From an optimization exercise on the open Yosys and OpenROAD flow, aimed at small area and a short achievable clock period; shortcuts taken in it are not production practice.
Only simulation tests tie the RTL to the original design; equivalence was not proved.
Power figures rest on the tool's default switching activity, not on a simulated workload.

==> flow/design.v <==
`default_nettype none
package bombPkg;
	typedef logic [10-1:0] coordT;
	function automatic logic geq(input coordT v, input coordT c);
		logic r;
		r = 1'b1;
		for (int i = 0; i < 10; i++)
			r = (v[i] & ~c[i]) | ((v[i] | ~c[i]) & r);
		geq = r;
	endfunction
	function automatic logic gt(input coordT v, input coordT c);
		logic r;
		r = 1'b0;
		for (int i = 0; i < 10; i++)
			r = (v[i] & ~c[i]) | ((v[i] | ~c[i]) & r);
		gt = r;
	endfunction
	function automatic logic inRange(input coordT v, input coordT lo, input coordT hi);
		inRange = geq(v, lo) && !gt(v, hi);
	endfunction
	function automatic logic inOpen(input coordT v, input coordT lo, input coordT hi);
		inOpen = gt(v, lo) && !geq(v, hi);
	endfunction
endpackage
`default_nettype wire
`default_nettype none
module joystickDecoder (
	input logic [9:0] stickX,
	input logic [9:0] stickY,
	output logic up,
	output logic down,
	output logic left,
	output logic right
);
	logic xCentred;
	logic yCentred;
	assign xCentred = bombPkg::inRange(stickX, 10'd300, 10'd700);
	assign yCentred = bombPkg::inRange(stickY, 10'd300, 10'd700);
	assign up = bombPkg::gt(stickY, 10'd700) && xCentred;
	assign down = !bombPkg::geq(stickY, 10'd300) && xCentred;
	assign left = !bombPkg::geq(stickX, 10'd300) && yCentred;
	assign right = bombPkg::gt(stickX, 10'd700) && yCentred;
endmodule
`default_nettype wire
`default_nettype none
module nearDiff #(
	parameter int K = 5
) (
	input logic [9:0] p,
	input logic [9:0] s,
	output logic near,
	output logic [K-1:0] d
);
	localparam int H = 10 - K;
	logic [H-1:0] pHi;
	logic [H-1:0] sHi;
	logic [H-1:0] pHiDec;
	logic [H-1:0] pHiInc;
	logic [K:0] low;
	assign pHi = p[9:K];
	assign sHi = s[9:K];
	assign pHiDec = pHi - 1'b1;
	assign pHiInc = pHi + 1'b1;
	assign low = {1'b0, p[K-1:0]} - {1'b0, s[K-1:0]};
	assign near = ((sHi == pHi) && (low[K] == low[K-1]))
		|| ((pHi != '0) && (sHi == pHiDec) && low[K] && !low[K-1])
		|| ((pHi != '1) && (sHi == pHiInc) && !low[K] && low[K-1]);
	assign d = low[K-1:0];
endmodule
module bombFuse (
	input logic DIV_CLK,
	input logic reset,
	input logic gameTick,
	input logic dropBomb,
	input logic [9:0] posX,
	input logic [8:0] posY,
	input logic [9:0] pixelX,
	input logic [9:0] pixelY,
	input logic [4:0] rowPix,
	input logic [4:0] colPix,
	input logic rowSpan,
	input logic colSpan,
	output logic bombHit,
	output logic blastHit
);
	logic [6:0] count;
	logic [9:0] bombX;
	logic [8:0] bombY;
	logic [9:0] by;
	logic idle;
	logic fuse;
	logic blast;
	assign idle = (count == 7'd0);
	assign blast = count[6] && count[5] && (count[4:0] != 5'd0);
	assign fuse = !idle && !blast;
	always_ff @(posedge DIV_CLK or posedge reset)
	begin
		if (reset)
			count <= 7'd0;
		else if (gameTick)
		begin
			if (idle)
				count <= dropBomb ? 7'd96 : 7'd0;
			else if (count == 7'd1)
				count <= 7'd96 + 7'd24;
			else if (count == 7'd96 + 7'd1)
				count <= 7'd0;
			else
				count <= count - 7'd1;
		end
	end
	always_ff @(posedge DIV_CLK)
	begin
		if (gameTick && idle && dropBomb)
		begin
			bombX <= posX;
			bombY <= posY;
		end
	end
	assign by = {1'b0, bombY};
	logic nearX;
	logic nearY;
	logic [4:0] dx;
	logic [4:0] dy;
	nearDiff #(.K(5)) nearDiffX_i (.p(pixelX), .s(bombX), .near(nearX), .d(dx));
	nearDiff #(.K(5)) nearDiffY_i (.p(pixelY), .s(by), .near(nearY), .d(dy));
	function automatic logic absLe(input logic [4:0] v, input int t);
		absLe = v[4] ? (v >= 5'(32 - t)) : (v <= 5'(t));
	endfunction
	logic disc;
	assign disc = nearX && nearY && (
		(absLe(dx, 14) && absLe(dy, 5))
		|| (absLe(dx, 13) && absLe(dy, 7))
		|| (absLe(dx, 12) && absLe(dy, 8))
		|| (absLe(dx, 11) && absLe(dy, 10))
		|| (absLe(dx, 10) && absLe(dy, 11))
		|| (absLe(dx, 8) && absLe(dy, 12))
		|| (absLe(dx, 7) && absLe(dy, 13))
		|| (absLe(dx, 5) && absLe(dy, 14)));
	assign bombHit = fuse && !count[3] && disc;
	logic [4:0] rowOn;
	logic [4:0] colOn;
	assign rowOn[0] = bombPkg::inRange(by, 10'd6, 10'd58);
	assign rowOn[1] = bombPkg::inRange(by, 10'd110, 10'd162);
	assign rowOn[2] = bombPkg::inRange(by, 10'd214, 10'd266);
	assign rowOn[3] = bombPkg::inRange(by, 10'd318, 10'd370);
	assign rowOn[4] = bombPkg::inRange(by, 10'd422, 10'd474);
	assign colOn[0] = bombPkg::inRange(bombX, 10'd5, 10'd75);
	assign colOn[1] = bombPkg::inRange(bombX, 10'd145, 10'd215);
	assign colOn[2] = bombPkg::inRange(bombX, 10'd285, 10'd355);
	assign colOn[3] = bombPkg::inRange(bombX, 10'd425, 10'd495);
	assign colOn[4] = bombPkg::inRange(bombX, 10'd565, 10'd635);
	assign blastHit = blast
		&& ((rowSpan && |(rowOn & rowPix)) || (colSpan && |(colOn & colPix)));
endmodule
`default_nettype wire
`default_nettype none
module playerUnit #(
	parameter int playerIndex = 0
) (
	input logic DIV_CLK,
	input logic reset,
	input logic gameTick,
	input logic up,
	input logic down,
	input logic left,
	input logic right,
	input logic dropBomb,
	input logic [9:0] pixelX,
	input logic [9:0] pixelY,
	input logic [4:0] rowPix,
	input logic [4:0] colPix,
	input logic rowSpan,
	input logic colSpan,
	output logic avatarHit,
	output logic bombHit,
	output logic blastHit
);
	localparam logic [9:0] START_X = (playerIndex == 0) ? 10'd10 : 10'd600;
	localparam logic [8:0] START_Y = (playerIndex == 0) ? 9'(10'd10) : 9'(10'd450);
	logic [9:0] posX;
	logic [8:0] posY;
	logic [9:0] py;
	assign py = {1'b0, posY};
	function automatic logic ge(input logic [9:0] v, input logic [9:0] c);
		ge = bombPkg::geq(v, c);
	endfunction
	logic colAny;
	logic rowAny;
	assign colAny = (ge(posX, 10'd55 + 10'd1) && !ge(posX, 10'd165))
		|| (ge(posX, 10'd195 + 10'd1) && !ge(posX, 10'd305))
		|| (ge(posX, 10'd335 + 10'd1) && !ge(posX, 10'd445))
		|| (ge(posX, 10'd475 + 10'd1) && !ge(posX, 10'd585));
	assign rowAny = (ge(py, 10'd38 + 10'd1) && !ge(py, 10'd130))
		|| (ge(py, 10'd142 + 10'd1) && !ge(py, 10'd234))
		|| (ge(py, 10'd246 + 10'd1) && !ge(py, 10'd338))
		|| (ge(py, 10'd350 + 10'd1) && !ge(py, 10'd442));
	logic [3:0] winLeft;
	logic [3:0] winRight;
	logic [3:0] winUp;
	logic [3:0] winDown;
	assign winLeft[0] = ge(posX, 10'd165) && !ge(posX, 10'd165 + 10'd3);
	assign winLeft[1] = ge(posX, 10'd305) && !ge(posX, 10'd305 + 10'd3);
	assign winLeft[2] = ge(posX, 10'd445) && !ge(posX, 10'd445 + 10'd3);
	assign winLeft[3] = ge(posX, 10'd585) && !ge(posX, 10'd585 + 10'd3);
	assign winRight[0] = ge(posX, 10'd55 - 10'd2) && !ge(posX, 10'd55 + 10'd1);
	assign winRight[1] = ge(posX, 10'd195 - 10'd2) && !ge(posX, 10'd195 + 10'd1);
	assign winRight[2] = ge(posX, 10'd335 - 10'd2) && !ge(posX, 10'd335 + 10'd1);
	assign winRight[3] = ge(posX, 10'd475 - 10'd2) && !ge(posX, 10'd475 + 10'd1);
	assign winUp[0] = ge(py, 10'd130) && !ge(py, 10'd130 + 10'd3);
	assign winUp[1] = ge(py, 10'd234) && !ge(py, 10'd234 + 10'd3);
	assign winUp[2] = ge(py, 10'd338) && !ge(py, 10'd338 + 10'd3);
	assign winUp[3] = ge(py, 10'd442) && !ge(py, 10'd442 + 10'd3);
	assign winDown[0] = ge(py, 10'd38 - 10'd2) && !ge(py, 10'd38 + 10'd1);
	assign winDown[1] = ge(py, 10'd142 - 10'd2) && !ge(py, 10'd142 + 10'd1);
	assign winDown[2] = ge(py, 10'd246 - 10'd2) && !ge(py, 10'd246 + 10'd1);
	assign winDown[3] = ge(py, 10'd350 - 10'd2) && !ge(py, 10'd350 + 10'd1);
	logic [8:0] candUp;
	logic [8:0] candDown;
	logic [9:0] candLeft;
	logic [9:0] candRight;
	always_comb
	begin
		candUp = posY - 9'd3;
		if (colAny)
		begin
			if (winUp[0]) candUp = 9'(10'd131);
			if (winUp[1]) candUp = 9'(10'd235);
			if (winUp[2]) candUp = 9'(10'd339);
			if (winUp[3]) candUp = 9'(10'd443);
		end
		candDown = posY + 9'd3;
		if (colAny)
		begin
			if (winDown[0]) candDown = 9'(10'd37);
			if (winDown[1]) candDown = 9'(10'd141);
			if (winDown[2]) candDown = 9'(10'd245);
			if (winDown[3]) candDown = 9'(10'd349);
		end
		candLeft = posX - 10'd3;
		if (rowAny)
		begin
			if (winLeft[0]) candLeft = 10'd166;
			if (winLeft[1]) candLeft = 10'd306;
			if (winLeft[2]) candLeft = 10'd446;
			if (winLeft[3]) candLeft = 10'd586;
		end
		candRight = posX + 10'd3;
		if (rowAny)
		begin
			if (winRight[0]) candRight = 10'd54;
			if (winRight[1]) candRight = 10'd194;
			if (winRight[2]) candRight = 10'd334;
			if (winRight[3]) candRight = 10'd474;
		end
	end
	logic xLow;
	logic xHigh;
	logic yLow;
	logic yHigh;
	logic outOfArena;
	logic [9:0] holdX;
	logic [8:0] holdY;
	assign xLow = !ge(posX, 10'd26);
	assign xHigh = ge(posX, 10'd614 + 10'd1);
	assign yLow = !ge(py, 10'd27);
	assign yHigh = ge(py, 10'd453 + 10'd1);
	assign outOfArena = xLow || xHigh || yLow || yHigh;
	assign holdX = xLow ? 10'd26 : xHigh ? 10'd614 : posX;
	assign holdY = yLow ? 9'(10'd27) : yHigh ? 9'(10'd453) : posY;
	logic [9:0] nextX;
	logic [8:0] nextY;
	assign nextX = (left && !outOfArena) ? candLeft
		: (right && !outOfArena) ? candRight : holdX;
	assign nextY = (up && !outOfArena) ? candUp
		: (down && !outOfArena) ? candDown : holdY;
	always_ff @(posedge DIV_CLK or posedge reset)
	begin
		if (reset)
		begin
			posX <= START_X;
			posY <= START_Y;
		end
		else if (gameTick)
		begin
			posX <= nextX;
			posY <= nextY;
		end
	end
	logic nearAX;
	logic nearAY;
	logic [5:0] ax;
	logic [5:0] ay;
	logic noWrap;
	nearDiff #(.K(6)) nearDiffX_i (.p(pixelX), .s(posX), .near(nearAX), .d(ax));
	nearDiff #(.K(6)) nearDiffY_i (.p(pixelY), .s(py), .near(nearAY), .d(ay));
	function automatic logic within20(input logic [5:0] v);
		within20 = v[5] ? (v >= 6'd44) : (v <= 6'd20);
	endfunction
	assign noWrap = (playerIndex != 0) || bombPkg::geq(posX, 10'd20);
	assign avatarHit = noWrap && nearAX && nearAY && within20(ax) && within20(ay);
	bombFuse bombFuse_i (
		.DIV_CLK(DIV_CLK),
		.reset(reset),
		.gameTick(gameTick),
		.dropBomb(dropBomb),
		.posX(posX),
		.posY(posY),
		.pixelX(pixelX),
		.pixelY(pixelY),
		.rowPix(rowPix),
		.colPix(colPix),
		.rowSpan(rowSpan),
		.colSpan(colSpan),
		.bombHit(bombHit),
		.blastHit(blastHit)
	);
endmodule
`default_nettype wire
`default_nettype none
module pixelMixer (
	input logic DIV_CLK,
	input logic reset,
	input logic [9:0] pixelX,
	input logic [9:0] pixelY,
	input logic pixelActive,
	input logic avatar0,
	input logic bomb0,
	input logic blast0,
	input logic avatar1,
	input logic bomb1,
	input logic blast1,
	output logic vgaR,
	output logic vgaG,
	output logic vgaB
);
	logic wall;
	logic blockCol;
	logic blockRow;
	logic red;
	logic green;
	logic blue;
	assign wall = !bombPkg::gt(pixelX, 10'd5) || bombPkg::geq(pixelX, 10'd640 - 10'd5)
		|| !bombPkg::gt(pixelY, 10'd6) || bombPkg::geq(pixelY, 10'd480 - 10'd6);
	assign blockCol = bombPkg::inRange(pixelX, 10'd75, 10'd145)
		|| bombPkg::inRange(pixelX, 10'd215, 10'd285)
		|| bombPkg::inRange(pixelX, 10'd355, 10'd425)
		|| bombPkg::inRange(pixelX, 10'd495, 10'd565);
	assign blockRow = bombPkg::inRange(pixelY, 10'd58, 10'd110)
		|| bombPkg::inRange(pixelY, 10'd162, 10'd214)
		|| bombPkg::inRange(pixelY, 10'd266, 10'd318)
		|| bombPkg::inRange(pixelY, 10'd370, 10'd422);
	assign red = avatar0 || avatar1 || bomb0 || blast0;
	assign green = avatar1 || wall || (blockCol && blockRow);
	assign blue = bomb0 || blast0 || bomb1 || blast1;
	always_ff @(posedge DIV_CLK or posedge reset)
	begin
		if (reset)
		begin
			vgaR <= 1'b0;
			vgaG <= 1'b0;
			vgaB <= 1'b0;
		end
		else
		begin
			vgaR <= red && pixelActive;
			vgaG <= green && pixelActive;
			vgaB <= blue && pixelActive;
		end
	end
endmodule
`default_nettype wire
`default_nettype none
module bombGameTop (
	input logic DIV_CLK,
	input logic reset,
	input logic gameTick,
	input logic [9:0] stick0X,
	input logic [9:0] stick0Y,
	input logic bomb0,
	input logic [9:0] stick1X,
	input logic [9:0] stick1Y,
	input logic bomb1,
	input logic [9:0] pixelX,
	input logic [9:0] pixelY,
	input logic pixelActive,
	output logic vgaR,
	output logic vgaG,
	output logic vgaB
);
	logic up0, down0, left0, right0;
	logic up1, down1, left1, right1;
	logic avatar0, bombHit0, blastHit0;
	logic avatar1, bombHit1, blastHit1;
	logic [4:0] rowPix;
	logic [4:0] colPix;
	logic rowSpan;
	logic colSpan;
	assign rowPix[0] = bombPkg::inRange(pixelY, 10'd10, 10'd54);
	assign rowPix[1] = bombPkg::inRange(pixelY, 10'd114, 10'd158);
	assign rowPix[2] = bombPkg::inRange(pixelY, 10'd218, 10'd262);
	assign rowPix[3] = bombPkg::inRange(pixelY, 10'd322, 10'd366);
	assign rowPix[4] = bombPkg::inRange(pixelY, 10'd426, 10'd470);
	assign colPix[0] = bombPkg::inRange(pixelX, 10'd9, 10'd69);
	assign colPix[1] = bombPkg::inRange(pixelX, 10'd149, 10'd211);
	assign colPix[2] = bombPkg::inRange(pixelX, 10'd289, 10'd351);
	assign colPix[3] = bombPkg::inRange(pixelX, 10'd429, 10'd491);
	assign colPix[4] = bombPkg::inRange(pixelX, 10'd569, 10'd631);
	assign rowSpan = bombPkg::inRange(pixelX, 10'd9, 10'd631);
	assign colSpan = bombPkg::inRange(pixelY, 10'd6, 10'd474);
	joystickDecoder joystickDecoder0_i (
		.stickX(stick0X),
		.stickY(stick0Y),
		.up(up0),
		.down(down0),
		.left(left0),
		.right(right0)
	);
	joystickDecoder joystickDecoder1_i (
		.stickX(stick1X),
		.stickY(stick1Y),
		.up(up1),
		.down(down1),
		.left(left1),
		.right(right1)
	);
	playerUnit #(
		.playerIndex(0)
	) playerUnit0_i (
		.DIV_CLK(DIV_CLK),
		.reset(reset),
		.gameTick(gameTick),
		.up(up0),
		.down(down0),
		.left(left0),
		.right(right0),
		.dropBomb(bomb0),
		.pixelX(pixelX),
		.pixelY(pixelY),
		.rowPix(rowPix),
		.colPix(colPix),
		.rowSpan(rowSpan),
		.colSpan(colSpan),
		.avatarHit(avatar0),
		.bombHit(bombHit0),
		.blastHit(blastHit0)
	);
	playerUnit #(
		.playerIndex(1)
	) playerUnit1_i (
		.DIV_CLK(DIV_CLK),
		.reset(reset),
		.gameTick(gameTick),
		.up(up1),
		.down(down1),
		.left(left1),
		.right(right1),
		.dropBomb(bomb1),
		.pixelX(pixelX),
		.pixelY(pixelY),
		.rowPix(rowPix),
		.colPix(colPix),
		.rowSpan(rowSpan),
		.colSpan(colSpan),
		.avatarHit(avatar1),
		.bombHit(bombHit1),
		.blastHit(blastHit1)
	);
	pixelMixer pixelMixer_i (
		.DIV_CLK(DIV_CLK),
		.reset(reset),
		.pixelX(pixelX),
		.pixelY(pixelY),
		.pixelActive(pixelActive),
		.avatar0(avatar0),
		.bomb0(bombHit0),
		.blast0(blastHit0),
		.avatar1(avatar1),
		.bomb1(bombHit1),
		.blast1(blastHit1),
		.vgaR(vgaR),
		.vgaG(vgaG),
		.vgaB(vgaB)
	);
endmodule
`default_nettype wire
==> flow/flow/run.sh <==
#!/bin/bash
# Own layout flow. Synthesis is the standard synthesis script, run with
# an area-recovering ABC script (flow/abc.script in place of ORFS's
# abc_speed.script, in a private copy of ORFS's scripts folder), adders left
# to ABC (no Kogge-Stone map, no full-adder cells). Registers are mapped
# before ABC runs, so they are the standard synthesis's. Floorplan, power
# grid, tap cells, placement, CTS and routing are the standard flow,
# with the extra make variables in flow/vars.txt (one per line).
set -euo pipefail
WORK=$PWD
rm -rf "$WORK/synth_scripts"
cp -r "$FLOW_HOME/scripts" "$WORK/synth_scripts"
cp flow/abc.script "$WORK/synth_scripts/abc_speed.script"
bash standard.sh SCRIPTS_DIR="$WORK/synth_scripts" SYNTH_OPERATIONS_ARGS=-booth ADDER_MAP_FILE= synth > synth_flow.log 2>&1
VARS=()
if [[ -f flow/vars.txt ]]; then
	while read -r line; do
		[[ -n "$line" ]] && VARS+=("$line")
	done < flow/vars.txt
fi
bash standard.sh "${VARS[@]}" finish > layout_flow.log 2>&1
==> flow/flow/abc.script <==
strash
&get -n
&fraig -x
&put
scorr
dc2
strash
&get -n
&dch -f
&nf -R 1000
&put
==> flow/flow/vars.txt <==
SETUP_SLACK_MARGIN=9.25
BUFFER_PORTS_ARGS=-buffer_cell sky130_fd_sc_hd__buf_2
==> flow/standard.sh <==
#!/bin/bash
# synth_recipe.tcl (not shown) runs the flow's synth.tcl, then flattens the netlist and writes it again
# the make line also repeats each setting of config.mk as NAME=value (left out here)
make -C /OpenROAD-flow-scripts/flow DESIGN_CONFIG=/design/flow/config.mk WORK_HOME=/design/flow/orfs CLKGATE_MAP_FILE= SYNTH_SCRIPT=/design/flow/synth_recipe.tcl "${@:-finish}"
==> flow/config.mk <==
export PLATFORM = sky130hd
export DESIGN_NAME = bombGameTop
export DESIGN_NICKNAME = bombGameTop
export VERILOG_FILES = /design/flow/design.v
export SDC_FILE = /design/flow/constraint.sdc
export NUM_CORES = 4
export LEC_CHECK = 0
export CAP_MARGIN = 20
export CORE_MARGIN = 2
export CORE_UTILIZATION = 40
export SLEW_MARGIN = 20
==> flow/constraint.sdc <==
create_clock -name core_clock -period 14.0 [get_ports {DIV_CLK}]
set_input_delay 2.8000 -clock core_clock [delete_from_list [all_inputs] [get_ports {DIV_CLK}]]
set_output_delay 2.8000 -clock core_clock [all_outputs]
set_load 0.01 [all_outputs]
==> results of run 1 <==
## per-stage QoR
| step | instance area, µm² | total power [µW] | worst slack, ns |
|---|---|---|---|
| floorplan | 10440 | 1308 | 8.955 |
| global placement | 11210 | 1601 | 8.323 |
| detailed placement | 11210 | 1606 | 8.204 |
| CTS | 12160 | 1994 | 9.140 |
| global route | 12480 | 2232 | 8.998 |
| finish | 12480 | 2072 | 9.123 |
## worst min path at each step
stage | to | from | slack, ns | depth (start not counted)
6_report | playerUnit0_i.bombFuse_i.count[4] | playerUnit0_i.bombFuse_i.count[4] | 0.53 | 2
5_1_grt | playerUnit0_i.bombFuse_i.count[4] | playerUnit0_i.bombFuse_i.count[4] | 0.58 | 2
4_1_cts | playerUnit0_i.bombFuse_i.count[4] | playerUnit0_i.bombFuse_i.count[4] | 0.53 | 2
3_5_place_dp | playerUnit0_i.bombFuse_i.count[4] | playerUnit0_i.bombFuse_i.count[4] | 0.52 | 2
3_3_place_gp | playerUnit0_i.bombFuse_i.count[0] | playerUnit0_i.bombFuse_i.count[0] | 0.51 | 2
2_1_floorplan | playerUnit0_i.bombFuse_i.count[4] | playerUnit0_i.bombFuse_i.count[4] | 0.48 | 2
## cells in the mapped netlist (5+ instances only)
cell type    n  share of area (%)
and2_0      14               0.85
a41oi_1      5               0.42
a21oi_1    106                5.1
nor3b_1      7               0.51
nand3_1     57                2.8
dfrtp_1     43                 10
nand4_1     24                1.5
nand2_1    194                7.0
o31ai_1     21                1.5
nand3b_1    11               0.80
xnor2_1    106                9.0
nor2_1     174                6.3
dfstp_2     12                3.0
and3_1      13               0.79
nor2b_1     27                1.6
or3_1       19                1.1
a22o_1       8               0.68
o2111ai_1   10               0.85
a211oi_1    11               0.80
o21bai_1    11               0.80
nor4b_1      5               0.42
o22ai_1     16               0.97
edfxtp_1    38                 11
a31oi_1     46                2.8
nor3_1      61                3.0
nand2b_1    37                2.2
or2_0        8               0.48
o21a_1       7               0.51
a21o_1      15                1.1
o211ai_1    14                1.0
xor2_1      53                4.5
o21ai_0    143                6.9
nor4_1      25                1.5
a22oi_1      7               0.51
clkinv_1    30                1.1
## area by class of cell
class                   count  area [µm²]  area share (%)
clock buffers               9       225.2           1.805
inverters                  30       130.1           1.043
well taps                 330       412.9           3.309
flip-flops and latches     93        2532           20.29
repair buffers            118       798.3           6.397
clock inverters             7       103.9          0.8323
multi-input cells        1325        8275           66.32
## kinds of logic (layout without fill, tap and decap cells)
logic type,count (synthesis),after routing
AOI/OAI and AO/OA,470,471
DFF,93,93
xor gates and xnor gates,159,159
muxes,2,2
buffers and inverters,30,164
and+or+nand+nor,689,689
adders and majority gates,4,4
## timing repair
item                       4_1_cts  5_1_grt
setup endpoints to repair       25       24
cloned                           0        2
pin swaps                       34       24
setup buffers                   32       15
resized for setup               97       44
## power groups by stage
stage                     Sequential, µW  Combinational (µW)  Clock [µW]
after floorplan                      525                 783           0
after global routing                 644                1300         292
after CTS                            613                1100         283
after detailed placement             614                 992           0
final                                623                1170         275
after global placement               615                 987           0
## worst min-delay path: stages, from the launching register on
cell and delay [ns]:
dfrtp_1 0.39, nand2_1 0.06, nand2_1 0.05
## flip-flops by register name (all words and copies together), names as in the netlist
name                            count
playerUnit1_i.posY                  9
pixelMixer_i.vgaB                   1
pixelMixer_i.vgaR                   1
playerUnit0_i.bombFuse_i.bombX     10
playerUnit1_i.bombFuse_i.count      7
pixelMixer_i.vgaG                   1
playerUnit1_i.bombFuse_i.bombX     10
playerUnit1_i.bombFuse_i.bombY      9
playerUnit0_i.posY                  9
playerUnit1_i.posX                 10
playerUnit0_i.bombFuse_i.bombY      9
playerUnit0_i.posX                 10
playerUnit0_i.bombFuse_i.count      7
## cell usage in the layout, fill, tap and decap left out, drive strengths merged, types with 12 or more instances in the layout
| master | synthesis | layout |
|---|---|---|
| nor4 | 25 | 25 |
| and2 | 14 | 14 |
| a21o | 15 | 15 |
| nand3 | 57 | 57 |
| edfxtp | 38 | 38 |
| o22ai | 16 | 16 |
| nor2 | 174 | 174 |
| nand2b | 37 | 37 |
| buf | 0 | 114 |
| nand2 | 194 | 194 |
| o31ai | 21 | 22 |
| clkinv | 30 | 31 |
| xor2 | 53 | 53 |
| or3 | 19 | 19 |
| a21oi | 106 | 106 |
| xnor2 | 106 | 106 |
| and3 | 13 | 13 |
| dfstp | 12 | 12 |
| nor2b | 27 | 27 |
| dfrtp | 43 | 43 |
| nand4 | 24 | 24 |
| o21ai | 143 | 143 |
| nor3 | 61 | 61 |
| clkbuf | 0 | 13 |
| o211ai | 14 | 14 |
| a31oi | 46 | 46 |
## layer usage
layer | share of wire (%) | vias to the layer above | track usage, %
met4 | 3.0 | 0 | 9.684
met1 | 44 | 5566 | 34.22
met5 | 0 | - | 0
met2 | 46 | 469 | 40.59
met3 | 7.2 | 84 | 4.395
li1 | - | 5708 | -
==> impl_metrics.ini, run 1 <==
[outcome]
status = complete, no violations

[sta]
worst_slew_pin_slew_ns = 1.033
min_period_ns = 4.877
finalCritPeriodShare_pct = 34.84
final_max_slew_viol_count = 0
hold_ws_ns = 0.5292
finalHoldViolations = 0
fmax_ghz = 0.2050
setup_viol = 0
slew-limit-headroom_pct = 30.42
setup_tns_ns = 0
rsz0062_at_grt = yes
clock_skew_ns = 0.01313

[setup_path]
path_buf_inv = 1
required_ns = 14.24
crit_arrival_ns = 5.12
cpMostUsedCell = nor2_1
cp_slowest_stage_delay_ns = 0.46
reg2reg_from = playerUnit1_i.posY[1]
critical_path.top_delay_family = compound AO/OA/AOI/OAI gates
path_cells = buf_6 -> o21ai_0 -> nor2_1 -> nor2_1 -> nor2_1 -> a22oi_1 -> o22ai_1 -> nor4_2 -> nor2_1 -> o21a_1 -> a31oi_2 -> a31oi_1
rrSetupSlack_ns = 10.27
cp-startpoint = pixelY[2]
reg2reg_to = playerUnit1_i.posX[0]
r2r_cells = 13
path_class = input port to register
crit_path_start_kind = input port
crit_cells = 12
cp_max_fo = 11
cp-endpoint = pixelMixer_i.vgaB
end_kind = register
crit_slowest_cell = o21ai_0

[logic_synthesis]
synth-simple-area-share_pct = 32.02
syn_nets = 1513
syn_area_um2 = 10340
synth-compound-area-share_pct = 28.36
synth_top_family_by_area = simple AND/OR/NAND/NOR gates
syn_inst = 1447
synth_xor_area_share_pct = 13.46
synth_edf_count = 38
syn-mean-instance-area_um2 = 7.147
synth_flop_cell = dfrtp_1
ys_seq_elements = 93
synthAdderAreaFrac_pct = 0.3871
yosys_warnings = 6
yosysUniqueCellTypes = 65
yosysSeqAreaShare_pct = 24.49
synth_mux_area_share_pct = 0.1936
ys_async_sr_fraction_pct = 59.14

[global_route]
grt_max_degree = 56
grt_use_total_pct = 25.37
grt_overflow = 0
antenna_found_initial = 0
grt_pass1_vias = 10750
grt_pass1_wl_mm = 55.19

[cells_and_area]
nets = 1643
antenna_cells = 0
area_growth_pct = 20.65
layout-drive-gt1-share_pct = 15.55
final_util_pct = 49.41
fillCellCount = 2513
instances_no_fill = 1912

[floorplanning]
die_y_um = 164.8
rows = 58
die-area_um2 = 27160
chipWidth_um = 164.8
core_um2 = 25250
pin_count = 69
initial_core_util_pct = 40.95

[drt]
first_iter_violations = 1072
post-route-drc-count = 0
antenna_left = 0
post_drt_wl_per_cell_um = 18.28
drt-pass1-iter-count = 5
num_vias = 11830
wl_mm = 34.95
viasPerCell = 6.186

[clocking]
cts_htree_levels = 3
hold_buffers = 0
clkSinkCount = 93
clk_latency_ns = 0.36
clock_path_buffers = 2
clkTransAtPathRegs_ns = 0.08
tritoncts = yes
cts_buffers = 9
clock-root-buffer = clkbuf_16

[pwr]
p_switching_uw = 1029
power.share.sequential_pct = 30.1
peakVddDrop_uv = 108.1
p_clk_share_pct = 13.3
p_comb_share_pct = 56.6
internal_power_uw = 1043
p_leak_uw = 0.004421
switching_share_pct = 49.67
p_per_area_nw_per_um2 = 166.0

[placement]
dp_hpwl_mm = 25.31
gp_congestion = 0.9547
dpl.cell_count = 1847
portBuffers = 68

[hold_path]
hold_path_class = register to register

[flow_run]
maxCapViolCount = 0
==> inputs of run 2 (changes only) <==
==> flow/flow/vars.txt (replaced) <==
SETUP_SLACK_MARGIN=8.5
BUFFER_PORTS_ARGS=-buffer_cell sky130_fd_sc_hd__buf_2
==> impl_metrics.ini, run 2 <==
[setup_path]
reg2reg_from = playerUnit0_i.posY[2]
cp_max_fo = 15
crit_arrival_ns = 5.55
reg2reg_to = playerUnit0_i.posY[4]
crit_path_start_kind = input port
end_kind = register
required_ns = 14.27
r2r_cells = 15
path_class = input port to register
rrSetupSlack_ns = 9.88

[floorplanning]
pin_count = 69
die_y_um = 164.8
rows = 58
core_um2 = 25250
chipWidth_um = 164.8
die-area_um2 = 27160
initial_core_util_pct = 40.95

[logic_synthesis]
synth_flop_cell = dfrtp_1
syn_area_um2 = 10340
syn-mean-instance-area_um2 = 7.147
syn_inst = 1447
yosysSeqAreaShare_pct = 24.49
synth_top_area_share_pct = 11.03
syn_nets = 1513
synthTopCellsByCount = nand2_1 (194), nor2_1 (174), o21ai_0 (143)
synth.most_common_cell = nand2_1
ys_async_sr_fraction_pct = 59.14
ys_seq_elements = 93
synth_edf_count = 38
yosysUniqueCellTypes = 65
yosys-top-cells-area = edfxtp_1 (11%), dfrtp_1 (10%), xnor2_1 (9.0%), nand2_1 (7.0%), o21ai_0 (6.9%)
yosys_warnings = 6
synth_area_leader_cell = edfxtp_1

[drt]
num_vias = 11630
drt-pass1-iter-count = 6
post-route-drc-count = 0
antenna_left = 0
first_iter_violations = 1369
wl_mm = 32.97
viasPerCell = 6.218
post_drt_wl_per_cell_um = 17.63

[clocking]
clk_latency_ns = 0.35
cts_htree_levels = 3
clkTransAtPathRegs_ns = 0.07
clkSinkCount = 93
clock_path_buffers = 2
tritoncts = yes
clock-root-buffer = clkbuf_16
cts_buffers = 9

[placement]
dp_hpwl_mm = 24.18
portBuffers = 68
gp_congestion = 0.9279
dpl.cell_count = 1849
post-place-ws_ns = 8.049

[cells_and_area]
area_growth_pct = 11.23
antenna_cells = 0
nets = 1601
most-common-layout-cells = nand2_1 (194), nor2_1 (173), o21ai_0 (139)
instances_no_fill = 1870
layout-drive-gt1-share_pct = 7.662
fillCellCount = 2554
final_common_cell = nand2_1

[hold_path]
min_to = playerUnit0_i.bombFuse_i.count[4]
hold_depth = 2
hold_path_class = register to register
worstHoldStart = playerUnit0_i.bombFuse_i.count[4]

[global_route]
antenna_found_initial = 0
grt_pass1_vias = 10400
grt_overflow = 0
grt_use_total_pct = 24.38
grt_max_degree = 56
grt_pass1_wl_mm = 53.81

[sta]
finalHoldViolations = 0
worst_slew_pin_slew_ns = 1.090
hold_ws_ns = 0.5412
setup_tns_ns = 0
rsz0062_at_grt = yes
clock_skew_ns = 0.01272
finalCritPeriodShare_pct = 37.69
fmax_ghz = 0.1895
slew-limit-headroom_pct = 26.56
final_max_slew_viol_count = 0
min_period_ns = 5.277
setup_viol = 0
worst_slack_ns = 8.723

[pwr]
p_total_uw = 1846
peakVddDrop_uv = 70.50
p_per_area_nw_per_um2 = 160.5
p_leak_uw = 0.003987

[outcome]
status = complete, no violations

[flow_run]
maxCapViolCount = 0
-- run 2: changes by cell type in the layout (fill, tap and decap cells not counted), moves of 7 or more --
cell      change
o21ai_0      +26
buf_2         +9
xnor2_1      +10
nor2_1        +7
clkinv_1      +7
o21ai_1      -10
o21ai_2      -15
buf_4        -41
-- run 2: where the power goes --
group          switching [µW]  internal (µW)  total (µW)  leakage (µW)
clock                     116            121         238      0.000134
sequential                230            377         607      0.000984
combinational             596            405        1000       0.00287
-- run 2: area by class of cell --
type                    instances  area [µm²]  area share (%)
clock buffers                   9       225.2           1.958
clock inverters                 7       48.80          0.4242
inverters                      30       112.6          0.9789
well taps                     330       412.9           3.589
repair buffers                 77       407.9           3.546
multi-input cells            1324        7764           67.49
flip-flops and latches         93        2532           22.01
-- run 2: kinds of logic after synthesis --
kind of cell	synth area share, %
DFF	24.49
buffers and inverters	1.089
adders and majority gates	0.3871
AOI/OAI and AO/OA	28.36
and+or+nand+nor	32.02
xor gates and xnor gates	13.46
muxes	0.1936
-- run 2: critical path, cell delays in order --
cell,delay [ns]
buf_2,0.29
clkinv_1,0.24
o21ai_0,0.34
o21ai_0,0.19
maj3_1,0.43
nor3b_1,0.24
mux2i_1,0.21
nor2_1,0.12
nor4_2,0.37
a211oi_1,0.09
a41oi_1,0.22
-- run 2: what timing repair did --
| item | in CTS | in global routing |
|---|---|---|
| hold buffers | 0 | 0 |
| setup endpoints to repair | 2 | 3 |
| pin swaps | 0 | 3 |
| resized for setup | 2 | 14 |
| setup buffers | 0 | 5 |
-- run 2: stage by stage --
step	util [%]	instance area [µm²]
finish	45.55	11500
global route	45.55	11500
CTS	45.22	11420
detailed placement	44.07	11130
global placement	44.07	11130
floorplan	-	10340
-- run 2: worst max-delay path by stage --
stage / from / to / slack, ns / cells after the start
after floorplan: stick0Y[5] / playerUnit0_i.posX[6] / 8.75 / 10
after global placement: pixelX[1] / pixelMixer_i.vgaB / 8.21 / 18
after detailed placement: pixelX[1] / pixelMixer_i.vgaB / 8.05 / 18
after CTS: pixelY[1] / pixelMixer_i.vgaG / 8.53 / 13
after global routing: pixelY[1] / pixelMixer_i.vgaB / 8.48 / 17
final: pixelX[2] / pixelMixer_i.vgaG / 8.72 / 11
-- run 2: metal layers --
metal	global-route usage [%]	part of all wire (%)	up-vias
met1	34.99	46	5470
met5	0	0	-
met3	4.520	8.1	40
li1	-	-	5634
met4	5.534	1.5	0
met2	37.94	44	483
==> inputs of run 3 (changes only) <==
==> flow/flow/vars.txt (replaced) <==
SETUP_SLACK_MARGIN=9
BUFFER_PORTS_ARGS=-buffer_cell sky130_fd_sc_hd__buf_2
CORE_UTILIZATION=60
PLACE_DENSITY=0.7
==> impl_metrics.ini, run 3 <==
[outcome]
status = complete, no violations

[flow_run]
maxCapViolCount = 0

[sta]
hold_ws_ns = 0.5309
setup_viol = 0
finalCritPeriodShare_pct = 35.51
rsz0062_at_grt = yes
setup_tns_ns = 0
final_max_slew_viol_count = 0
min_period_ns = 4.971
finalHoldViolations = 0
clock_skew_ns = 0.009822
worst_slew_pin_slew_ns = 1.137
slew-limit-headroom_pct = 24.22
fmax_ghz = 0.2011
worst_slack_ns = 9.029

[logic_synthesis]
yosysSeqAreaShare_pct = 24.49
ys_seq_elements = 93
synthTopCellsByCount = nand2_1 (194), nor2_1 (174), o21ai_0 (143)
yosys-top-cells-area = edfxtp_1 (11%), dfrtp_1 (10%), xnor2_1 (9.0%), nand2_1 (7.0%), o21ai_0 (6.9%)
syn_area_um2 = 10340
synth.most_common_cell = nand2_1
syn-mean-instance-area_um2 = 7.147
yosysUniqueCellTypes = 65
synth_top_area_share_pct = 11.03
synth_area_leader_cell = edfxtp_1
syn_nets = 1513
syn_inst = 1447
yosys_warnings = 6
synth_edf_count = 38
ys_async_sr_fraction_pct = 59.14
synth_flop_cell = dfrtp_1

[setup_path]
crit_slowest_cell = a2111oi_4
crit_arrival_ns = 5.26
end_kind = register
cp_max_fo = 9
required_ns = 14.29
path_class = input port to register
path_buf_inv = 2
cpMostUsedCell = o21ai_1
path_cells = buf_8 -> inv_4 -> nor2_1 -> o21bai_1 -> nand2_1 -> o21ai_1 -> o21ai_1 -> maj3_2 -> nand3_1 -> o41ai_2 -> a41oi_2 -> a2111oi_4 -> a21oi_2 -> a21oi_1
cp_slowest_stage_delay_ns = 0.44
crit_path_start_kind = input port
crit_cells = 14
r2r_cells = 15
critical_path.top_delay_family = compound AO/OA/AOI/OAI gates

[placement]
gp_congestion = 0.9571
dpl.cell_count = 1742
dp_hpwl_mm = 23.65
portBuffers = 68
post-place-ws_ns = 7.964

[clocking]
clkTransAtPathRegs_ns = 0.07
clkSinkCount = 93
cts_buffers = 9
hold_buffers = 0
clock_path_buffers = 2
clk_latency_ns = 0.36
tritoncts = yes
cts_htree_levels = 3
clock-root-buffer = clkbuf_16

[drt]
post-route-drc-count = 0
first_iter_violations = 1315
post_drt_wl_per_cell_um = 18.73
antenna_left = 0
wl_mm = 33.25
drt-pass1-iter-count = 8
viasPerCell = 6.771
num_vias = 12020

[floorplanning]
initial_core_util_pct = 60.64
chipWidth_um = 135.3
rows = 48
pin_count = 69
die-area_um2 = 18300
core_um2 = 17060
die_y_um = 135.3

[hold_path]
hold_path_class = register to register
hold_depth = 2

[global_route]
grt_max_degree = 56
grt_use_total_pct = 34.94
antenna_found_initial = 0
grt_overflow = 0
grt_pass1_vias = 10600
grt_pass1_wl_mm = 52.14

[cells_and_area]
nets = 1611
layout-drive-gt1-share_pct = 11.74
area_growth_pct = 14.45
final_common_cell = nand2_1
antenna_cells = 0
fillCellCount = 1443
seq_area_um2 = 2532
instances_no_fill = 1775
multiInputGateArea_um2 = 8040
most-common-layout-cells = nand2_1 (191), nor2_1 (168), o21ai_0 (120)

[pwr]
p_total_uw = 1963
p_per_area_nw_per_um2 = 165.9
p_leak_uw = 0.004167
peakVddDrop_uv = 116.4
-- run 3: cell counts after synthesis --
No cell type changed its count.
-- run 3: cells by family after synthesis --
kind of cell               after synthesis  synth area share [%]
adders and majority gates                4                0.3871
and+or+nand+nor                        689                 32.02
AOI/OAI and AO/OA                      470                 28.36
DFF                                     93                 24.49
buffers and inverters                   30                 1.089
muxes                                    2                0.1936
xor gates and xnor gates               159                 13.46
-- run 3: metal layers --
metal,routed length (µm),global-route usage [%],up-vias
met5,0,0,-
met1,13990,48.90,5547
met2,15100,55.92,710
met4,1092,13.43,0
li1,-,-,5668
met3,3058,3.554,93
-- run 3: cell type report --
cell class	count	area share [%]
inverter	30	1.131
clock inverter	5	0.9091
tap	225	2.378
multi-input combinational	1325	67.93
clock buffer	11	1.966
sequential	93	21.40
timing repair buffer	86	4.292
-- run 3: repair_timing --
action | CTS | global route
gates resized for setup | 18 | 87
pin swaps | 6 | 21
cloned | 0 | 1
setup buffers | 5 | 11
endpoints found under the setup margin | 11 | 17
-- run 3: path summary, 6_finish.rpt --
kind                                              startpoint                                end  slack, ns
max                                                pixelY[1]                  pixelMixer_i.vgaR       9.03
min                        playerUnit0_i.bombFuse_i.count[4]  playerUnit0_i.bombFuse_i.count[4]       0.53
max reg2reg                            playerUnit0_i.posY[2]              playerUnit0_i.posY[4]      10.15
min reg2reg                playerUnit0_i.bombFuse_i.count[4]  playerUnit0_i.bombFuse_i.count[4]       0.53
max in group asynchronous                              reset              playerUnit0_i.posX[2]      10.80
min in group asynchronous                              reset              playerUnit1_i.posY[5]       2.66
-- run 3: tightest hold or removal path: cells and delay by family (launching register included) --
family / cells / cell delay [ns]
DFF: 1 / 0.40
and+or+nand+nor: 2 / 0.10
-- run 3: report_power, final --
group	switching (µW)	internal, µW	total [µW]
Sequential	238	377	615
Clock	115	176	291
Combinational	625	432	1060
Total	978	986	1960
-- run 3: per-stage QoR --
stage / cell area (µm²) / utilization [%]
global route: 11840 / 69.40
detailed placement: 11010 / 64.56
finish: 11840 / 69.40
CTS: 11430 / 67.01
floorplan: 10370 / -
global placement: 11000 / 64.51
==> inputs of run 4 (changes only) <==
==> flow/flow/vars.txt (replaced) <==
SETUP_SLACK_MARGIN=9
BUFFER_PORTS_ARGS=-buffer_cell sky130_fd_sc_hd__buf_2
CTS_BUF_LIST=sky130_fd_sc_hd__clkbuf_8
==> impl_metrics.ini, run 4 <==
[setup_path]
cp-startpoint = pixelY[5]
critical_path.top_delay_family = compound AO/OA/AOI/OAI gates
end_kind = register
required_ns = 14.27
path_buf_inv = 2
crit_path_start_kind = input port
reg2reg_from = playerUnit0_i.posY[2]
path_cells = buf_2 -> clkinvlp_4 -> nand2_1 -> nor2_1 -> a22oi_1 -> o22ai_1 -> nor4_1 -> nor2_1 -> o21a_1 -> a31oi_1 -> a31oi_1
crit_slowest_cell = a22oi_1
path_class = input port to register
cp_max_fo = 17
cp_slowest_stage_delay_ns = 0.40
crit_arrival_ns = 5.25

[cells_and_area]
instances_no_fill = 1880
nets = 1611
most-common-layout-cells = nand2_1 (192), nor2_1 (170), o21ai_0 (123)
antenna_cells = 0
area_growth_pct = 13.37
layout-drive-gt1-share_pct = 10.84
final_common_cell = nand2_1
final_area_um2 = 11730
fillCellCount = 2535

[pwr]
p_leak_uw = 0.004075
switching_share_pct = 52.04
p_clk_share_pct = 10.4
p_comb_share_pct = 56.2
power.share.sequential_pct = 33.5
peakVddDrop_uv = 97.81
p_switching_uw = 966.4
p_per_area_nw_per_um2 = 158.4
internal_power_uw = 890.5

[floorplanning]
rows = 58
core_um2 = 25250
initial_core_util_pct = 40.95
die_y_um = 164.8
chipWidth_um = 164.8
pin_count = 69
die-area_um2 = 27160

[drt]
wl_mm = 34.61
num_vias = 11660
antenna_left = 0
post-route-drc-count = 0
first_iter_violations = 1269
drt-pass1-iter-count = 8
viasPerCell = 6.200
post_drt_wl_per_cell_um = 18.41

[sta]
fmax_ghz = 0.2009
hold_ws_ns = 0.5491
min_period_ns = 4.977
rsz0062_at_grt = yes
setup_tns_ns = 0
setup_viol = 0
final_max_slew_viol_count = 0
slew-limit-headroom_pct = 28.23
worst_slew_pin_slew_ns = 1.065
clock_skew_ns = 0.02040
finalCritPeriodShare_pct = 35.55
finalHoldViolations = 0

[logic_synthesis]
yosys_warnings = 6
yosys-top-cells-area = edfxtp_1 (11%), dfrtp_1 (10%), xnor2_1 (9.0%), nand2_1 (7.0%), o21ai_0 (6.9%)
syn_inst = 1447
synth_edf_count = 38
yosysSeqAreaShare_pct = 24.49
synth_flop_cell = dfrtp_1
synth.most_common_cell = nand2_1
ys_async_sr_fraction_pct = 59.14
synth_top_area_share_pct = 11.03
synth_area_leader_cell = edfxtp_1
ys_seq_elements = 93
syn-mean-instance-area_um2 = 7.147
synthTopCellsByCount = nand2_1 (194), nor2_1 (174), o21ai_0 (143)
syn_nets = 1513
yosysUniqueCellTypes = 65
syn_area_um2 = 10340

[clocking]
cts_htree_levels = 3
clock-root-buffer = clkbuf_8
cts_buffers = 9
clk_latency_ns = 0.40
clkTransAtPathRegs_ns = 0.11
tritoncts = yes
clock_path_buffers = 2
clkSinkCount = 93

[global_route]
grt_use_total_pct = 25.36
antenna_found_initial = 0
grt_pass1_vias = 10590
grt_overflow = 0
grt_max_degree = 56
grt_pass1_wl_mm = 55.10

[outcome]
status = complete, no violations

[placement]
gp_congestion = 0.9531
dpl.cell_count = 1851
portBuffers = 68
dp_hpwl_mm = 25.45
place_area_um2 = 11160

[flow_run]
maxCapViolCount = 0

[hold_path]
hold_path_class = register to register
worstHoldStart = playerUnit0_i.bombFuse_i.count[4]
==> run 4: kinds of logic after synthesis <==
group	synth area share, %
mux	0.1936
xor+xnor	13.46
fa+ha+maj	0.3871
flops	24.49
simple gates	32.02
buf+inv	1.089
compound gates	28.36
==> run 4: layout make-up <==
| type | count | area (µm²) | share of cell area, % |
|---|---|---|---|
| clock inverters | 7 | 73.82 | 0.6296 |
| inverters | 30 | 125.1 | 1.067 |
| multi-input cells | 1324 | 7948 | 67.78 |
| repair buffers | 87 | 509.2 | 4.343 |
| well taps | 330 | 412.9 | 3.522 |
| flip-flops and latches | 93 | 2532 | 21.60 |
| clock buffers | 9 | 123.9 | 1.056 |
==> run 4: tightest hold or removal path: stages (launching register included) <==
cell and delay, ns:
dfrtp_1 0.42, nand2_1 0.06, nand2_1 0.04
==> run 4: repair_timing <==
action,CTS,global route
pin swaps,8,14
endpoints found under the setup margin,4,11
resized for setup,20,58
hold buffers,0,0
buffers inserted,8,5
==> run 4: path summary, 6_finish.rpt <==
path | cells after the start | slack, ns | to
worst max-delay path | 11 | 9.02 | pixelMixer_i.vgaB
worst min register to register | 2 | 0.55 | playerUnit0_i.bombFuse_i.count[4]
max in group asynchronous | 3 | 10.84 | playerUnit0_i.posY[4]
worst min-delay path | 2 | 0.55 | playerUnit0_i.bombFuse_i.count[4]
min in group asynchronous | 3 | 2.63 | playerUnit0_i.bombFuse_i.count[1]
worst max register to register | 15 | 9.98 | playerUnit0_i.posY[4]
==> run 4: per-stage QoR <==
stage               utilization, %  setup WS [ns]  total power [µW]
floorplan                        -          9.000              1295
global placement             44.21          8.051              1582
detailed placement           44.21          8.017              1587
CTS                          45.48          8.945              1810
global route                 46.43          8.900              2011
finish                       46.43          9.023              1857
==> run 4: metal layers <==
layer / up-vias / GRT usage (%) / share of wire (%)
met3: 72 / 3.064 / 6.5
met2: 476 / 40.36 / 45
li1: 5654 / - / -
met4: 0 / 10.28 / 3.6
met1: 5454 / 34.91 / 45
met5: - / 0 / 0
==> run 4: power groups by stage <==
| stage | logic (µW) | clock network (µW) | registers (µW) |
|---|---|---|---|
| 2_1_floorplan | 771 | 0 | 524 |
| 3_3_place_gp | 966 | 0 | 616 |
| 3_5_place_dp | 970 | 0 | 617 |
| 4_1_cts | 999 | 200 | 611 |
| 5_1_grt | 1160 | 211 | 638 |
| 6_report | 1040 | 192 | 622 |
==> inputs of run 5 (changes only) <==
==> flow/flow/vars.txt (replaced) <==
SETUP_SLACK_MARGIN=9
BUFFER_PORTS_ARGS=-buffer_cell sky130_fd_sc_hd__buf_2
CAP_MARGIN=0
SLEW_MARGIN=0
==> impl_metrics.ini, run 5 <==
[outcome]
status = complete, no violations

[sta]
fmax_ghz = 0.2021
slew-limit-headroom_pct = 29.40
finalHoldViolations = 0
worst_slew_pin_slew_ns = 1.048
setup_tns_ns = 0
min_period_ns = 4.948
hold_ws_ns = 0.5307
rsz0062_at_grt = yes
finalCritPeriodShare_pct = 35.35
setup_viol = 0
final_max_slew_viol_count = 0
clock_skew_ns = 0.01579

[logic_synthesis]
syn-mean-instance-area_um2 = 7.147
synthTopCellsByCount = nand2_1 (194), nor2_1 (174), o21ai_0 (143)
synth_top_area_share_pct = 11.03
synth_area_leader_cell = edfxtp_1
syn_area_um2 = 10340
synth_flop_cell = dfrtp_1
yosys-top-cells-area = edfxtp_1 (11%), dfrtp_1 (10%), xnor2_1 (9.0%), nand2_1 (7.0%), o21ai_0 (6.9%)
ys_seq_elements = 93
syn_inst = 1447
ys_async_sr_fraction_pct = 59.14
yosysUniqueCellTypes = 65
synth_edf_count = 38
synth.most_common_cell = nand2_1
syn_nets = 1513
yosys_warnings = 6
yosysSeqAreaShare_pct = 24.49

[clocking]
clock-root-buffer = clkbuf_16
cts_buffers = 9
clock_path_buffers = 2
clk_latency_ns = 0.37
clkSinkCount = 93
clkTransAtPathRegs_ns = 0.08
cts_htree_levels = 3
tritoncts = yes

[global_route]
grt_max_degree = 56
grt_pass1_wl_mm = 55.18
grt_overflow = 0
grt_pass1_vias = 10590
grt_use_total_pct = 25.46
antenna_found_initial = 0

[drt]
wl_met3_mm = 2.392
dr_wl_met2_mm = 15.60
num_vias = 11670
top_layer = met4
viasPerCell = 6.192
met1_length_mm = 15.45
first_iter_violations = 1202
wl_mm = 34.64
antenna_left = 0
post_drt_wl_per_cell_um = 18.37
drt-pass1-iter-count = 6
post-route-drc-count = 0

[setup_path]
cp_max_fo = 11
end_kind = register
crit_arrival_ns = 5.19
required_ns = 14.24
path_class = input port to register
crit_path_start_kind = input port

[pwr]
p_per_area_nw_per_um2 = 162.4
p_leak_uw = 0.004147
peakVddDrop_uv = 97.03

[floorplanning]
chipWidth_um = 164.8
core_um2 = 25250
die_y_um = 164.8
die-area_um2 = 27160
rows = 58
pin_count = 69
initial_core_util_pct = 40.95

[cells_and_area]
layout-drive-gt1-share_pct = 11.64
most-common-layout-cells = nand2_1 (192), nor2_1 (170), o21ai_0 (123)
area_growth_pct = 15.04
fillCellCount = 2534
antenna_cells = 0
final_common_cell = nand2_1
final_area_um2 = 11900
nets = 1616

[hold_path]
hold_path_class = register to register

[placement]
portBuffers = 68
dp_hpwl_mm = 25.45
gp_congestion = 0.9531
place_area_um2 = 11160

[flow_run]
maxCapViolCount = 0
run 5: cell counts after synthesis:
Identical to the previous run, type by type.
run 5: power breakdown:
group	switching (µW)	leakage, µW	total, µW	internal (µW)
sequential	246	0.000984	623	377
clock	117	0.000148	258	141
combinational	616	0.00301	1050	436
run 5: per-layer routing:
layer  track usage [%]  vias to the layer above
li1                  -                     5677
met1             34.94                     5437
met2             40.49                      494
met3             2.838                       64
met4             10.99                        0
met5                 0                        -
run 5: path summary, 6_finish.rpt:
check                                                       start                           endpoint  slack [ns]  depth (start not counted)
worst max-delay path                                    pixelY[2]                  pixelMixer_i.vgaB        9.05                         12
worst min-delay path            playerUnit0_i.bombFuse_i.count[0]  playerUnit0_i.bombFuse_i.count[0]        0.53                          2
worst max register to register              playerUnit0_i.posY[2]              playerUnit0_i.posY[4]        9.95                         15
worst min register to register  playerUnit0_i.bombFuse_i.count[0]  playerUnit0_i.bombFuse_i.count[0]        0.53                          2
max in group asynchronous                                   reset              playerUnit0_i.posY[4]       10.82                          3
min in group asynchronous                                   reset              playerUnit1_i.posY[4]        2.66                          3
run 5: critical path: stages:
cell	delay, ns
buf_2	0.18
o21ai_0	0.38
nor2_1	0.14
nor2_1	0.13
nor2_1	0.08
a22oi_1	0.36
o22ai_1	0.13
nor4_1	0.38
nor2_1	0.14
o21a_1	0.22
a31oi_2	0.16
a31oi_1	0.09
run 5: area by class of cell:
class	count	area (µm²)	area share (%)
Clock buffer	10	229.0	1.924
Clock inverter	6	70.07	0.5889
Inverter	30	128.9	1.083
Multi-Input combinational cell	1324	7975	67.03
Sequential cell	93	2532	21.29
Tap cell	330	412.9	3.470
Timing Repair Buffer	92	549.3	4.617
run 5: timing repair:
item	in CTS	in global routing
endpoints found under the hold margin	0	0
setup endpoints to repair	4	17
setup buffers	9	9
resized for setup	22	65
hold buffers	0	0
pin swaps	9	19
run 5: through the flow:
stage	setup slack [ns]	instances	util (%)	power [µW]
final	9.052	1885	47.11	1932
after global routing	8.856	1885	47.11	2087
after CTS	8.904	1876	45.93	1877
after detailed placement	8.017	1851	44.21	1587
after global placement	8.051	1851	44.21	1582
after floorplan	9.000	1447	-	1295
run 5: cells by family after synthesis:
logic type / after synthesis / synth area share (%)
and+or+nand+nor: 689 / 32.02
AOI/OAI and AO/OA: 470 / 28.36
xor gates and xnor gates: 159 / 13.46
DFF: 93 / 24.49
buffers and inverters: 30 / 1.089
adders and majority gates: 4 / 0.3871
muxes: 2 / 0.1936
==> inputs of run 6 (changes only) <==
==> flow/flow/vars.txt (replaced) <==
SETUP_SLACK_MARGIN=9
BUFFER_PORTS_ARGS=-buffer_cell sky130_fd_sc_hd__buf_2
MATCH_CELL_FOOTPRINT=0
==> impl_metrics.ini, run 6 <==
[outcome]
status = complete, no violations

[logic_synthesis]
syn_area_um2 = 10340
synth.most_common_cell = nand2_1
syn_nets = 1513
syn-mean-instance-area_um2 = 7.147
yosysUniqueCellTypes = 65
synth_top_area_share_pct = 11.03
synth_flop_cell = dfrtp_1
yosys-top-cells-area = edfxtp_1 (11%), dfrtp_1 (10%), xnor2_1 (9.0%), nand2_1 (7.0%), o21ai_0 (6.9%)
yosysSeqAreaShare_pct = 24.49
yosys_warnings = 6
synth_edf_count = 38
syn_inst = 1447
ys_async_sr_fraction_pct = 59.14
ys_seq_elements = 93
synthTopCellsByCount = nand2_1 (194), nor2_1 (174), o21ai_0 (143)
synth_area_leader_cell = edfxtp_1

[clocking]
cts_buffers = 9
clock-root-buffer = clkbuf_16
hold_buffers = 0
clk_latency_ns = 0.37
cts_htree_levels = 3
clkSinkCount = 93
clock_path_buffers = 2
tritoncts = yes
clkTransAtPathRegs_ns = 0.08

[floorplanning]
die_y_um = 164.8
chipWidth_um = 164.8
die-area_um2 = 27160
initial_core_util_pct = 40.95
pin_count = 69
core_um2 = 25250
rows = 58

[global_route]
grt_pass1_wl_mm = 55.21
grt_max_degree = 56
grt_overflow = 0
grt_pass1_vias = 10590
grt_use_total_pct = 25.45
antenna_found_initial = 0

[sta]
slew-limit-headroom_pct = 30.29
worst_slew_pin_slew_ns = 1.035
rsz0062_at_grt = yes
min_period_ns = 4.948
hold_ws_ns = 0.5369
setup_viol = 0
finalCritPeriodShare_pct = 35.34
fmax_ghz = 0.2021
final_max_slew_viol_count = 0
setup_tns_ns = 0
clock_skew_ns = 0.01373
finalHoldViolations = 0

[drt]
post-route-drc-count = 0
wl_mm = 34.56
post_drt_wl_per_cell_um = 18.34
num_vias = 11610
drt-pass1-iter-count = 6
first_iter_violations = 1266
viasPerCell = 6.158
antenna_left = 0

[setup_path]
path_buf_inv = 2
end_kind = register
path_class = input port to register
cpMostUsedCell = nor2_1
cp_max_fo = 17
path_cells = buf_2 -> clkinvlp_4 -> nand2_1 -> nor2_1 -> a22oi_1 -> o22ai_1 -> nor4_1 -> nor2_1 -> o21a_1 -> a31oi_2 -> a31oi_1
required_ns = 14.24
crit_path_start_kind = input port
crit_arrival_ns = 5.18
cp_slowest_stage_delay_ns = 0.41
crit_slowest_cell = a22oi_1
critical_path.top_delay_family = compound AO/OA/AOI/OAI gates

[cells_and_area]
layout-drive-gt1-share_pct = 11.32
final_area_um2 = 11890
final_common_cell = nand2_1
fillCellCount = 2535
antenna_cells = 0
area_growth_pct = 14.95
nets = 1616
most-common-layout-cells = nand2_1 (192), nor2_1 (170), o21ai_0 (121)

[pwr]
p_per_area_nw_per_um2 = 161.9
p_leak_uw = 0.004132
peakVddDrop_uv = 96.77

[placement]
place_area_um2 = 11160
portBuffers = 68
gp_congestion = 0.9531
dp_hpwl_mm = 25.45

[hold_path]
hold_path_class = register to register

[flow_run]
maxCapViolCount = 0
-- run 6: area by class of cell --
| type | instances | area, µm² | share of cell area, % |
|---|---|---|---|
| Clock inverter | 6 | 70.07 | 0.5893 |
| Sequential cell | 93 | 2532 | 21.30 |
| Inverter | 30 | 135.1 | 1.137 |
| Tap cell | 330 | 412.9 | 3.473 |
| Clock buffer | 10 | 229.0 | 1.926 |
| Timing Repair Buffer | 92 | 550.5 | 4.631 |
| Multi-Input combinational cell | 1324 | 7959 | 66.94 |
-- run 6: where the power goes --
group | internal [µW] | total, µW | switching (µW)
combinational | 432 | 1050 | 614
sequential | 377 | 622 | 245
clock | 141 | 257 | 116
total | 950 | 1930 | 975
-- run 6: worst register-to-register path, stage by stage, from the launching register on --
cell and delay (ns):
dfrtp_1 0.72, clkinv_1 0.22, nand2_1 0.27, nand3_1 0.11, nand2_1 0.09, nor2_1 0.05
o21bai_1 0.26, or3_1 0.45, nor3_2 0.30, nand2_2 0.21, nand2_1 0.16, nor2_1 0.06
nor2_2 0.33, nand2b_1 0.19, a221o_1 0.30, o22a_1 0.16
-- run 6: logic make-up (layout without fill, tap and decap cells) --
logic type,Yosys count,after routing,share of synthesized area [%]
buffers and inverters,30,138,1.089
AND/OR/NAND/NOR,689,689,32.02
adder cells (fa/ha/maj),4,4,0.3871
flip-flops,93,93,24.49
AO/OA/AOI/OAI,470,470,28.36
multiplexers,2,2,0.1936
XOR/XNOR,159,159,13.46
-- run 6: path summary, 6_finish.rpt --
kind	start	cells after the start	slack, ns	to
min	playerUnit0_i.bombFuse_i.count[0]	2	0.54	playerUnit0_i.bombFuse_i.count[0]
max in group asynchronous	reset	3	10.82	playerUnit0_i.posY[4]
max	pixelY[5]	11	9.05	pixelMixer_i.vgaB
min reg2reg	playerUnit0_i.bombFuse_i.count[0]	2	0.54	playerUnit0_i.bombFuse_i.count[0]
max reg2reg	playerUnit0_i.posY[2]	15	10.00	playerUnit0_i.posY[4]
min in group asynchronous	reset	3	2.67	playerUnit1_i.posY[4]
-- run 6: what timing repair did --
| action | CTS | global route |
|---|---|---|
| endpoints found under the hold margin | 0 | 0 |
| setup endpoints to repair | 4 | 17 |
| pin swaps | 10 | 16 |
| gates resized for setup | 23 | 63 |
| buffers inserted | 8 | 10 |
-- run 6: routing by layer --
metal	up-vias	track usage [%]	share of wire [%]
met5	-	0	0
met4	0	10.79	3.3
met3	72	2.813	6.6
met2	473	40.55	45
met1	5382	34.97	45
li1	5680	-	-
-- run 6: metrics by stage --
step	worst slack [ns]	util [%]	total power [µW]	std cells
final	9.052	47.08	1925	1885
after global routing	8.895	47.08	2081	1885
after CTS	8.927	45.93	1875	1875
after detailed placement	8.017	44.21	1587	1851
after global placement	8.051	44.21	1582	1851
after floorplan	9.000	-	1295	1447
==> inputs of run 7 (changes only) <==
==> flow/flow/vars.txt (replaced) <==
SETUP_SLACK_MARGIN=9
BUFFER_PORTS_ARGS=-buffer_cell sky130_fd_sc_hd__buf_2
==> impl_metrics.ini, run 7 <==
[clocking]
clock_path_buffers = 2
clkSinkCount = 93
tritoncts = yes
cts_buffers = 9
cts_htree_levels = 3
hold_buffers = 0
clk_latency_ns = 0.37
clock-root-buffer = clkbuf_16
clkTransAtPathRegs_ns = 0.08

[drt]
antenna_left = 0
post-route-drc-count = 0
num_vias = 11670
wl_mm = 34.64
first_iter_violations = 1202
post_drt_wl_per_cell_um = 18.37
viasPerCell = 6.192
drt-pass1-iter-count = 6

[global_route]
grt_use_total_pct = 25.46
grt_pass1_wl_mm = 55.18
grt_overflow = 0
antenna_found_initial = 0
grt_max_degree = 56
grt_pass1_vias = 10590

[setup_path]
crit_arrival_ns = 5.19
crit_cells = 12
path_buf_inv = 1
end_kind = register
r2r_cells = 15
path_class = input port to register
reg2reg_to = playerUnit0_i.posY[4]
cp_max_fo = 11
crit_path_start_kind = input port
cp_slowest_stage_delay_ns = 0.38
cpMostUsedCell = nor2_1
required_ns = 14.24
rrSetupSlack_ns = 9.95
cp-startpoint = pixelY[2]
cp-endpoint = pixelMixer_i.vgaB
critical_path.top_delay_family = compound AO/OA/AOI/OAI gates
reg2reg_from = playerUnit0_i.posY[2]
crit_slowest_cell = o21ai_0
path_cells = buf_2 -> o21ai_0 -> nor2_1 -> nor2_1 -> nor2_1 -> a22oi_1 -> o22ai_1 -> nor4_1 -> nor2_1 -> o21a_1 -> a31oi_2 -> a31oi_1

[pwr]
peakVddDrop_uv = 97.03
p_per_area_nw_per_um2 = 162.4
p_leak_uw = 0.004147

[cells_and_area]
most-common-layout-cells = nand2_1 (192), nor2_1 (170), o21ai_0 (123)
final_common_cell = nand2_1
nets = 1616
instances_no_fill = 1885
final_util_pct = 47.11
layout-drive-gt1-share_pct = 11.64
antenna_cells = 0
area_growth_pct = 15.04

[logic_synthesis]
synth_edf_count = 38
yosys-top-cells-area = edfxtp_1 (11%), dfrtp_1 (10%), xnor2_1 (9.0%), nand2_1 (7.0%), o21ai_0 (6.9%)
synthTopCellsByCount = nand2_1 (194), nor2_1 (174), o21ai_0 (143)
synth.most_common_cell = nand2_1
syn_inst = 1447
syn_nets = 1513
synth_area_leader_cell = edfxtp_1
syn_area_um2 = 10340
synth_top_area_share_pct = 11.03
ys_seq_elements = 93
yosys_warnings = 6
syn-mean-instance-area_um2 = 7.147
yosysUniqueCellTypes = 65
yosysSeqAreaShare_pct = 24.49
ys_async_sr_fraction_pct = 59.14
synth_flop_cell = dfrtp_1

[sta]
finalHoldViolations = 0
setup_viol = 0
worst_slew_pin_slew_ns = 1.048
fmax_ghz = 0.2021
slew-limit-headroom_pct = 29.40
final_max_slew_viol_count = 0
rsz0062_at_grt = yes
finalCritPeriodShare_pct = 35.35
min_period_ns = 4.948
clock_skew_ns = 0.01579
setup_tns_ns = 0

[floorplanning]
die-area_um2 = 27160
initial_core_util_pct = 40.95
core_um2 = 25250
pin_count = 69
rows = 58
die_y_um = 164.8
chipWidth_um = 164.8

[placement]
portBuffers = 68
dp_hpwl_mm = 25.45
dpl.cell_count = 1851
gp_congestion = 0.9531

[hold_path]
hold_path_class = register to register

[flow_run]
maxCapViolCount = 0

[outcome]
status = complete, no violations
## run 7: cell counts after synthesis
Identical to the previous run, type by type.
## run 7: what timing repair did
item	4_1_cts	5_1_grt
setup buffers	9	9
resized for setup	22	65
gates cloned	0	0
pin swaps	9	19
setup endpoints to repair	4	17
## run 7: per-stage QoR
step / cell area (µm²) / setup WS (ns) / total power [µW] / hold WS [ns]
6_report: 11900 / 9.052 / 1932 / 0.5307
3_5_place_dp: 11160 / 8.017 / 1587 / 0.5142
4_1_cts: 11600 / 8.904 / 1877 / 0.5337
5_1_grt: 11900 / 8.856 / 2087 / 0.5571
2_1_floorplan: 10370 / 9.000 / 1295 / 0.4797
3_3_place_gp: 11160 / 8.051 / 1582 / 0.5063
## run 7: logic make-up after synthesis
family	count (synthesis)	share of synthesized area, %
simple gates	689	32.02
compound gates	470	28.36
xor+xnor	159	13.46
flops	93	24.49
buf+inv	30	1.089
fa+ha+maj	4	0.3871
mux	2	0.1936
## run 7: worst min-delay path by stage
stage	from	end	depth (start not counted)	slack, ns
floorplan	playerUnit0_i.bombFuse_i.count[4]	playerUnit0_i.bombFuse_i.count[4]	2	0.48
global placement	playerUnit0_i.bombFuse_i.count[0]	playerUnit0_i.bombFuse_i.count[0]	2	0.51
detailed placement	playerUnit0_i.bombFuse_i.count[0]	playerUnit0_i.bombFuse_i.count[0]	2	0.51
CTS	playerUnit0_i.bombFuse_i.count[0]	playerUnit0_i.bombFuse_i.count[0]	2	0.53
global route	playerUnit0_i.bombFuse_i.count[4]	playerUnit0_i.bombFuse_i.count[4]	2	0.56
finish	playerUnit0_i.bombFuse_i.count[0]	playerUnit0_i.bombFuse_i.count[0]	2	0.53
## run 7: routing by layer
metal	wire length (µm)	GRT usage (%)
met3	2392	2.838
met4	1188	10.99
met5	0	0
met1	15450	34.94
met2	15600	40.49
## run 7: area by class of cell
type | instances | area [µm²]
Tap cell | 330 | 412.9
Timing Repair Buffer | 92 | 549.3
Fill cell | 2534 | 13360
Sequential cell | 93 | 2532
Inverter | 30 | 128.9
Clock buffer | 10 | 229.0
Clock inverter | 6 | 70.07
Multi-Input combinational cell | 1324 | 7975
## run 7: report_power, final
part / total, µW / internal (µW) / leakage, µW / switching, µW
Clock: 258 / 141 / 0.000148 / 117
Sequential: 623 / 377 / 0.000984 / 246
Combinational: 1050 / 436 / 0.00301 / 616
Total: 1930 / 954 / 0.00415 / 979
## run 7: tightest hold or removal path, cell delays in order, from the launching register on
cell and delay [ns]:
dfrtp_1 0.38, nand2_1 0.06, o21ai_0 0.06

[separate check: timing with driven ports]
No port has a modelled driver above. Below, the same layouts with a new extraction and two added sets of constraints. Step 1, drivers: a clkbuf_16 drives DIV_CLK and a buf_2 each remaining input, both assumed. Step 2 times the ports against the registers' clock, not the clock port: input delays grow and output delays shrink by t, the midpoint of the rising clock arrivals with the driver on. Slacks: no drivers / after step 1 / after step 2; pairs: no drivers / after step 1.
run | t, ns | setup slack, ns | worst setup path after step 2 | worst data-port slew with drivers (ns)
run 1 | 0.404 | 9.123 / 9.123 / 8.718 | input to register | 0.12
run 2 | 0.398 | 8.723 / 8.750 / 8.352 | input to register | 0.04
run 3 | 0.404 | 9.029 / 9.030 / 8.626 | input to register | 0.06
run 4 | 0.432 | 9.023 / 9.040 / 8.608 | input to register | 0.06
run 5 | 0.410 | 9.052 / 9.061 / 8.651 | input to register | 0.06
run 6 | 0.407 | 9.052 / 9.075 / 8.668 | input to register | 0.06
run 7 | 0.410 | 9.052 / 9.061 / 8.651 | input to register | 0.06
After both steps every run listed still meets setup and hold. The setup slack of run 4, which loses most, moves by +0.017 ns with the drivers and by -0.415 ns with both steps.
